This is an optimization exercise on Yosys and OpenROAD, whose aim is small area, a short achievable clock period and few clock cycles, not a production implementation.
Only simulation tests tie the RTL to the original design; equivalence was not proved.

<file path="design/flow/config.mk">
export PLATFORM = sky130hd
export DESIGN_NAME = muldiv_unit_mq
export DESIGN_NICKNAME = muldiv_unit_mq
export VERILOG_FILES = /design/flow/design.v
export SDC_FILE = /design/flow/constraint.sdc
export NUM_CORES = 4
export LEC_CHECK = 0
export CAP_MARGIN = 20
export CORE_MARGIN = 2
export CORE_UTILIZATION = 40
export SLEW_MARGIN = 20
</file>
<file path="design/flow/constraint.sdc">
create_clock -name core_clock -period 10.0 [get_ports {clk}]
set_input_delay 2.0000 -clock core_clock [delete_from_list [all_inputs] [get_ports {clk}]]
set_output_delay 2.0000 -clock core_clock [all_outputs]
set_load 0.01 [all_outputs]
</file>
<file path="design/flow/design.v">
module muldiv_unit_mq #(
  parameter int XLEN       = 32,
  parameter int HART_ID_W  = 1,
  parameter int REG_ADDR_W = 5,
  parameter int K          = 11
) (
  input  logic                  clk,
  input  logic                  rst_n,
  input  logic                  muldiv_start,
  input  logic [2:0]            muldiv_op,
  input  logic [XLEN-1:0]       muldiv_a,
  input  logic [XLEN-1:0]       muldiv_b,
  input  logic [HART_ID_W-1:0]  muldiv_hart_id,
  input  logic [REG_ADDR_W-1:0] muldiv_rd,
  input  logic                  muldiv_kill,
  input  logic [HART_ID_W-1:0]  muldiv_kill_hart_id,
  output logic                  muldiv_busy,
  output logic                  muldiv_done,
  output logic [XLEN-1:0]       muldiv_result,
  output logic [HART_ID_W-1:0]  muldiv_done_hart_id,
  output logic [REG_ADDR_W-1:0] muldiv_done_rd
);
  localparam int NCH  = (XLEN + K - 1) / K;         
  localparam int LAST = XLEN - K * (NCH - 1);       
  localparam int SW   = XLEN + K + 3;               
  localparam logic [1:0] ST_IDLE = 2'd0;
  localparam logic [1:0] ST_MUL  = 2'd1;
  localparam logic [1:0] ST_NORM = 2'd2;
  localparam logic [1:0] ST_DIV  = 2'd3;
  logic [1:0]            st_q;
  logic [4:0]            cnt_q;
  logic [2:0]            op_q;
  logic [HART_ID_W-1:0]  hart_q, dhart_q;
  logic [REG_ADDR_W-1:0] rd_q, drd_q;
  logic                  done_q;
  logic [XLEN-1:0]       res_q;
  logic [XLEN:0]         a_q;      
  logic [XLEN-1:0]       b_q;      
  logic [XLEN:0]         h_q;      
  logic                  bs_q;     
  logic                  zero_q;   
  logic                  neg_q;    
  logic kill_cur, last, accept;
  assign kill_cur = muldiv_kill && (hart_q == muldiv_kill_hart_id);
  assign muldiv_busy = (st_q != ST_IDLE) && !last;
  assign accept      = muldiv_start && !muldiv_busy;
  logic in_div, in_sgn, sa, sb;
  logic [XLEN-1:0] a_abs, b_abs;
  assign in_div = muldiv_op[2];
  assign in_sgn = !muldiv_op[0];                                
  assign sa     = (muldiv_op == 3'd1) || (muldiv_op == 3'd2);   
  assign sb     = (muldiv_op == 3'd1);                          
  assign a_abs  = (in_sgn && muldiv_a[XLEN-1]) ? (XLEN'(0) - muldiv_a) : muldiv_a;
  assign b_abs  = (in_sgn && muldiv_b[XLEN-1]) ? (XLEN'(0) - muldiv_b) : muldiv_b;
  logic mlast;
  logic signed [K:0]    dig;
  logic signed [XLEN:0] ha_s, aa_s;
  logic signed [SW-1:0] msum;
  assign mlast = (cnt_q == 5'(NCH - 1));
  always_comb begin
    dig = {1'b0, b_q[K-1:0]};
    if (mlast) dig = {{(K-LAST){bs_q}}, bs_q, b_q[LAST-1:0]};
  end
  assign ha_s = h_q;
  assign aa_s = a_q;
  assign msum = ha_s + aa_s * dig;
  logic [XLEN-1:0] mul_res;
  assign mul_res = (op_q[1:0] == 2'd0) ? {msum[LAST-1:0], b_q[XLEN-1:LAST]}
                                       : msum[LAST+XLEN-1:LAST];
  function automatic logic [5:0] bitlen(input logic [XLEN-1:0] v);
    bitlen = '0;
    for (int i = 0; i < XLEN; i++) if (v[i]) bitlen = 6'(i + 1);
  endfunction
  logic [5:0] la, lb;
  logic [6:0] sh;
  logic       early;
  assign la    = bitlen(b_q);             
  assign lb    = bitlen(a_q[XLEN-1:0]);   
  assign sh    = {1'b0, la} - {1'b0, lb};
  assign early = zero_q || sh[6];
  logic [XLEN:0]   ddiff;
  logic            dge;
  logic [XLEN-1:0] rem_n, quo_n;
  assign ddiff = {1'b0, h_q[XLEN-1:0]} - {1'b0, a_q[XLEN-1:0]};
  assign dge   = !ddiff[XLEN];
  assign rem_n = dge ? ddiff[XLEN-1:0] : h_q[XLEN-1:0];
  assign quo_n = {b_q[XLEN-2:0], dge};
  logic [XLEN-1:0] dq, dr, dsel, div_res;
  always_comb begin
    if (st_q == ST_NORM) begin
      dq = zero_q ? '1 : '0;
      dr = b_q;
    end else begin
      dq = quo_n;
      dr = rem_n;
    end
    dsel    = op_q[1] ? dr : dq;
    div_res = neg_q ? (XLEN'(0) - dsel) : dsel;
  end
  always_comb begin
    case (st_q)
      ST_MUL:  last = mlast;
      ST_NORM: last = early;
      ST_DIV:  last = (cnt_q == '0);
      default: last = 1'b0;
    endcase
  end
  always_ff @(posedge clk or negedge rst_n) begin
    if (!rst_n) begin
      st_q   <= ST_IDLE;
      done_q <= 1'b0;
    end else begin
      done_q <= (st_q != ST_IDLE) && last && !kill_cur;
      if (accept)                                  st_q <= in_div ? ST_NORM : ST_MUL;
      else if (last || kill_cur)                   st_q <= ST_IDLE;
      else if (st_q == ST_NORM)                    st_q <= ST_DIV;
    end
  end
  always_ff @(posedge clk) begin
    if ((st_q != ST_IDLE) && last) begin
      res_q   <= op_q[2] ? div_res : mul_res;
      dhart_q <= hart_q;
      drd_q   <= rd_q;
    end
    if (accept) begin
      op_q   <= muldiv_op;
      hart_q <= muldiv_hart_id;
      rd_q   <= muldiv_rd;
      cnt_q  <= '0;
      h_q    <= '0;
      bs_q   <= sb && muldiv_b[XLEN-1];
      zero_q <= (muldiv_b == '0);
      if (in_div) begin
        neg_q <= in_sgn && (muldiv_op[1] ? muldiv_a[XLEN-1]
                                         : ((muldiv_a[XLEN-1] ^ muldiv_b[XLEN-1]) && (muldiv_b != '0)));
        a_q   <= {1'b0, b_abs};
        b_q   <= a_abs;
      end else begin
        neg_q <= 1'b0;
        a_q   <= {sa && muldiv_a[XLEN-1], muldiv_a};
        b_q   <= muldiv_b;
      end
    end else begin
      case (st_q)
        ST_MUL: begin
          cnt_q <= cnt_q + 5'd1;
          h_q   <= (XLEN+1)'(msum >>> K);
          b_q   <= {msum[K-1:0], b_q[XLEN-1:K]};
        end
        ST_NORM: begin
          cnt_q <= sh[4:0];
          a_q   <= {1'b0, a_q[XLEN-1:0] << sh[4:0]};
          h_q   <= {1'b0, b_q};
          b_q   <= '0;
        end
        ST_DIV: begin
          cnt_q <= cnt_q - 5'd1;
          a_q   <= {1'b0, a_q[XLEN:1]};
          h_q   <= {1'b0, rem_n};
          b_q   <= quo_n;
        end
        default: ;
      endcase
    end
  end
  assign muldiv_done         = done_q && !(muldiv_kill && (dhart_q == muldiv_kill_hart_id));
  assign muldiv_result       = res_q;
  assign muldiv_done_hart_id = dhart_q;
  assign muldiv_done_rd      = drd_q;
endmodule
</file>
<file path="design/flow/run.sh">
#!/bin/bash
# synth_recipe.tcl (not shown) runs the flow's synth.tcl, then flattens the netlist and writes it again
# the make line also repeats each setting of config.mk as NAME=value (left out here)
make -C /OpenROAD-flow-scripts/flow DESIGN_CONFIG=/design/flow/config.mk WORK_HOME=/design/flow/orfs CLKGATE_MAP_FILE= SYNTH_SCRIPT=/design/flow/synth_recipe.tcl finish
</file>
==> notes.md <==
## kinds of logic after synthesis
family / after synthesis / synth area share
simple gates: 1104 / 0.1746
compound gates: 806 / 0.1777
buf+inv: 677 / 0.08707
fa+ha+maj: 529 / 0.3176
xor+xnor: 157 / 0.04607
flops: 156 / 0.1437
mux: 105 / 0.05332
## cell type report
type / count / area share
Tap cell: 969 / 0.03745
Multi-Input combinational cell: 2701 / 0.7106
Clock inverter: 13 / 0.006494
Inverter: 406 / 0.04712
Timing Repair Buffer: 186 / 0.05234
Clock buffer: 19 / 0.01337
Sequential cell: 156 / 0.1327
## worst max-delay path, delay by kind of cell (launching register included)
kind,cells,cell delay [ns]
buf+inv,3,1.28
flops,1,1.10
compound gates,12,2.74
fa+ha+maj,2,0.64
simple gates,5,0.48
## cells in the mapped netlist, drive strengths merged, types with 48 or more instances
| cell | n | area [um^2] |
|---|---|---|
| a21oi | 234 | 1186 |
| nor3 | 58 | 326.6 |
| clkbuf | 232 | 872.1 |
| nand3 | 65 | 337.8 |
| o21ai | 203 | 1020 |
| ha | 148 | 1852 |
| fa | 381 | 7627 |
| a211oi | 57 | 427.9 |
| xnor2 | 99 | 867.1 |
| edfxtp | 115 | 3453 |
| inv | 405 | 1520 |
| and2 | 141 | 882.1 |
| nor2 | 165 | 635.6 |
| xor2 | 58 | 508.0 |
| nand4 | 53 | 337.8 |
| nand2 | 506 | 1926 |
| mux2i | 48 | 480.5 |
## worst paths after layout
check                           startpoint          end  slack, ns  cells after the start
worst max-delay path                b_q[5]  muldiv_busy       1.30                     22
worst min-delay path               rd_q[1]     drd_q[1]       0.42                      0
worst max register to register    cnt_q[3]    res_q[31]       1.76                     30
worst min register to register     rd_q[1]     drd_q[1]       0.42                      0
max in group asynchronous            rst_n      st_q[0]       8.09                      1
min in group asynchronous            rst_n      st_q[1]       1.73                      1
## metal layers
layer  up-vias  share of wire
met4         0          0.049
met5         -              0
met3       269          0.088
met2      1312           0.47
met1     13440           0.40
li1      11870              -
## registers in the layout, summed over array words and instances, names as in the netlist
name and count:
dhart_q 1, zero_q 1, b_q 32, neg_q 1
a_q 33, drd_q 5, h_q 33, st_q 2
rd_q 5, res_q 32, cnt_q 5, bs_q 1
hart_q 1, done_q 1, op_q 3
==> metrics.md <==
| Metric | Value |
|---|---|
| Crit Path Max Fanout | 20 |
| Vias post-DR | 26900 |
| Die Height | 277.2 um |
| Placed Cells | 4417 |
| Synth Register Bits | 156 |
| Crit-path cells | inv_1, a21oi_1, o21bai_1, a21oi_1, o21bai_1, a21oi_1, o21ai_0, a211oi_1, nor2_1, o41ai_1, ha_1, fa_2, nor2b_1, o21ai_0, nand2b_1, a21o_1, a21oi_1, nor2_1, nor2_1, a211o_1, inv_1, clkdlybuf4s50_1 |
| Largest net degree at the start of global routing | 123 |
| Worst-margin pin slew | 1.197 ns |
| Arrival time at the worst endpoint | 6.70 ns |
| Status | complete, no violations |
| Initial antenna violation count | 1 |
| Syn Nets | 4141 |
| Met3 Use GR | 0.05222 |
| Synth Warn # | 1 |
| Setup tns final | 0 ns |
| Final hold violations | 0 |
| Core Area | 74200 um^2 |
| Antenna Cells | 0 |
| Maxcap violations | 0 |
| Worst path max stage delay | 1.10 ns |
| Crit path capture type | output port |
| DP HPWL | 85.85 mm |
| Placed standard-cell area | 31710 um^2 |
| Final setup vio count | 0 |
| Worst path slowest cell | edfxtp_1 |
| CTS Buf Count | 17 |
| Final Cycle Share | 0.8697 |
| Final Cell Area | 32370 um^2 |
| Final Util | 0.4363 |
| Hold_buf cts | 0 |
| Rows | 100 |
| Fin crit period | 8.697 ns |
| Setup WS post-layout | 1.303 ns |
| Clk sink count | 156 |
| Skew final | 0.01496 ns |
| Mapped Cells | 3534 |
| Initial DRT Pass Iterations | 8 |
| Min-Delay Path Class | reg -> reg |
| Sequential area share after synthesis | 0.1437 |
| Grt peak-use layer | met2 |
| Die area | 76820 um^2 |
| Peak Freq | 115.0 MHz |
| Crit Path Class | reg -> out |
| Met1 usage | 0.3706 |
| Starting DRT DRC Count | 2748 |
| Crit path required time | 8.00 ns |
| Fillers | 7408 |
| Area delta synth->final | 8.451% |
| Most frequent cells in the layout | nand2_1 (502), inv_1 (403), fa_1 (380), a21oi_1 (232), o21ai_0 (193) |
| First-pass GRT wire length | 166.9 mm |
| Die width | 277.2 um |
| Syn Area/Cell | 8.446 um^2 |
| Met2 Resource Use GR | 0.4709 |
| RSZ-0062 raised after global routing | false |
| Cell seen most often among critical-path stages | a21oi_1 |
| CTS tree | built |
| Vias in the first global route | 26830 |
| Synth Cell Area | 29850 um^2 |
| Max Buffers Root-to-Sink | 2 |
| Top FF cell, synth | edfxtp_1 |
| Post_cts resized | 0 |
| Pins over their slew limit | 0 |
| Root Driver | clkbuf_16 |
| Vias per cell | 6.044 |
| Antenna violation net count after detailed routing | 0 |
| Async SR Flop Fraction | 0.01923 |
| DR DRC count | 0 |
| Grt total ovfl | 0 |
| Cell variety after synth | 105 |
| Multi-input gate area | 23000 um^2 |
| Net count, final | 4075 |
| GP Congestion | 0.9860 |
| Number of flops mapped to enable cells by yosys | 115 |
| Postcts setup bufs | 0 |
| Final Hold Slack | 0.4189 ns |
| Post-place setup slack | 1.800 ns |
| Max H-tree Level | 4 |
| Top-level port count | 118 |
| Post-Layout Cell Count | 4450 |
| IO buf count | 117 |
| Drt wl/cell | 24.69 um |
| Slew margin rel. | 0.2022 |
| Most common cell after layout, fill and taps aside | nand2_1 |
| Gr usage total | 0.2867 |
| Startpoint Class | register |
| Register area | 4294 um^2 |
| Initial cell density of the core | 0.4023 |
| Clock Latency Late Sink | 0.45 ns |
| Drt total wl | 109.8 mm |
| Worst-path clk slew | 0.07 ns |
| Share of cells above drive strength 1 | 0.06291 |
Testbench counts, summed over its fixed seeds: cycles 9,363.

static timing again, ports no longer ideal:
The results above use ideal ports. As a check the final layout listed here was re-extracted and re-timed, cells and wires unchanged. Step 1 assumes that a clkbuf_16 drives the clock port and a buf_2 every other input. Step 2 adds t to the input delays and takes it off the output delays; t is the mean of the earliest and latest rising clock arrival at the registers after step 1. Input paths then give back, and output paths get back, about the clock's delay inside the block. Three values: ideal, step 1, step 2; two values: the first two.
t (ns): 0.506
setup slack, ns: 1.303 / 1.245 / 1.750
clock arrival spread, ns: 0.015 / 0.015
cell pins on the clock port's net: 1
After both steps setup and hold are still met in this run. The setup slack of this run moves by -0.058 ns with the drivers and by +0.447 ns with both steps.
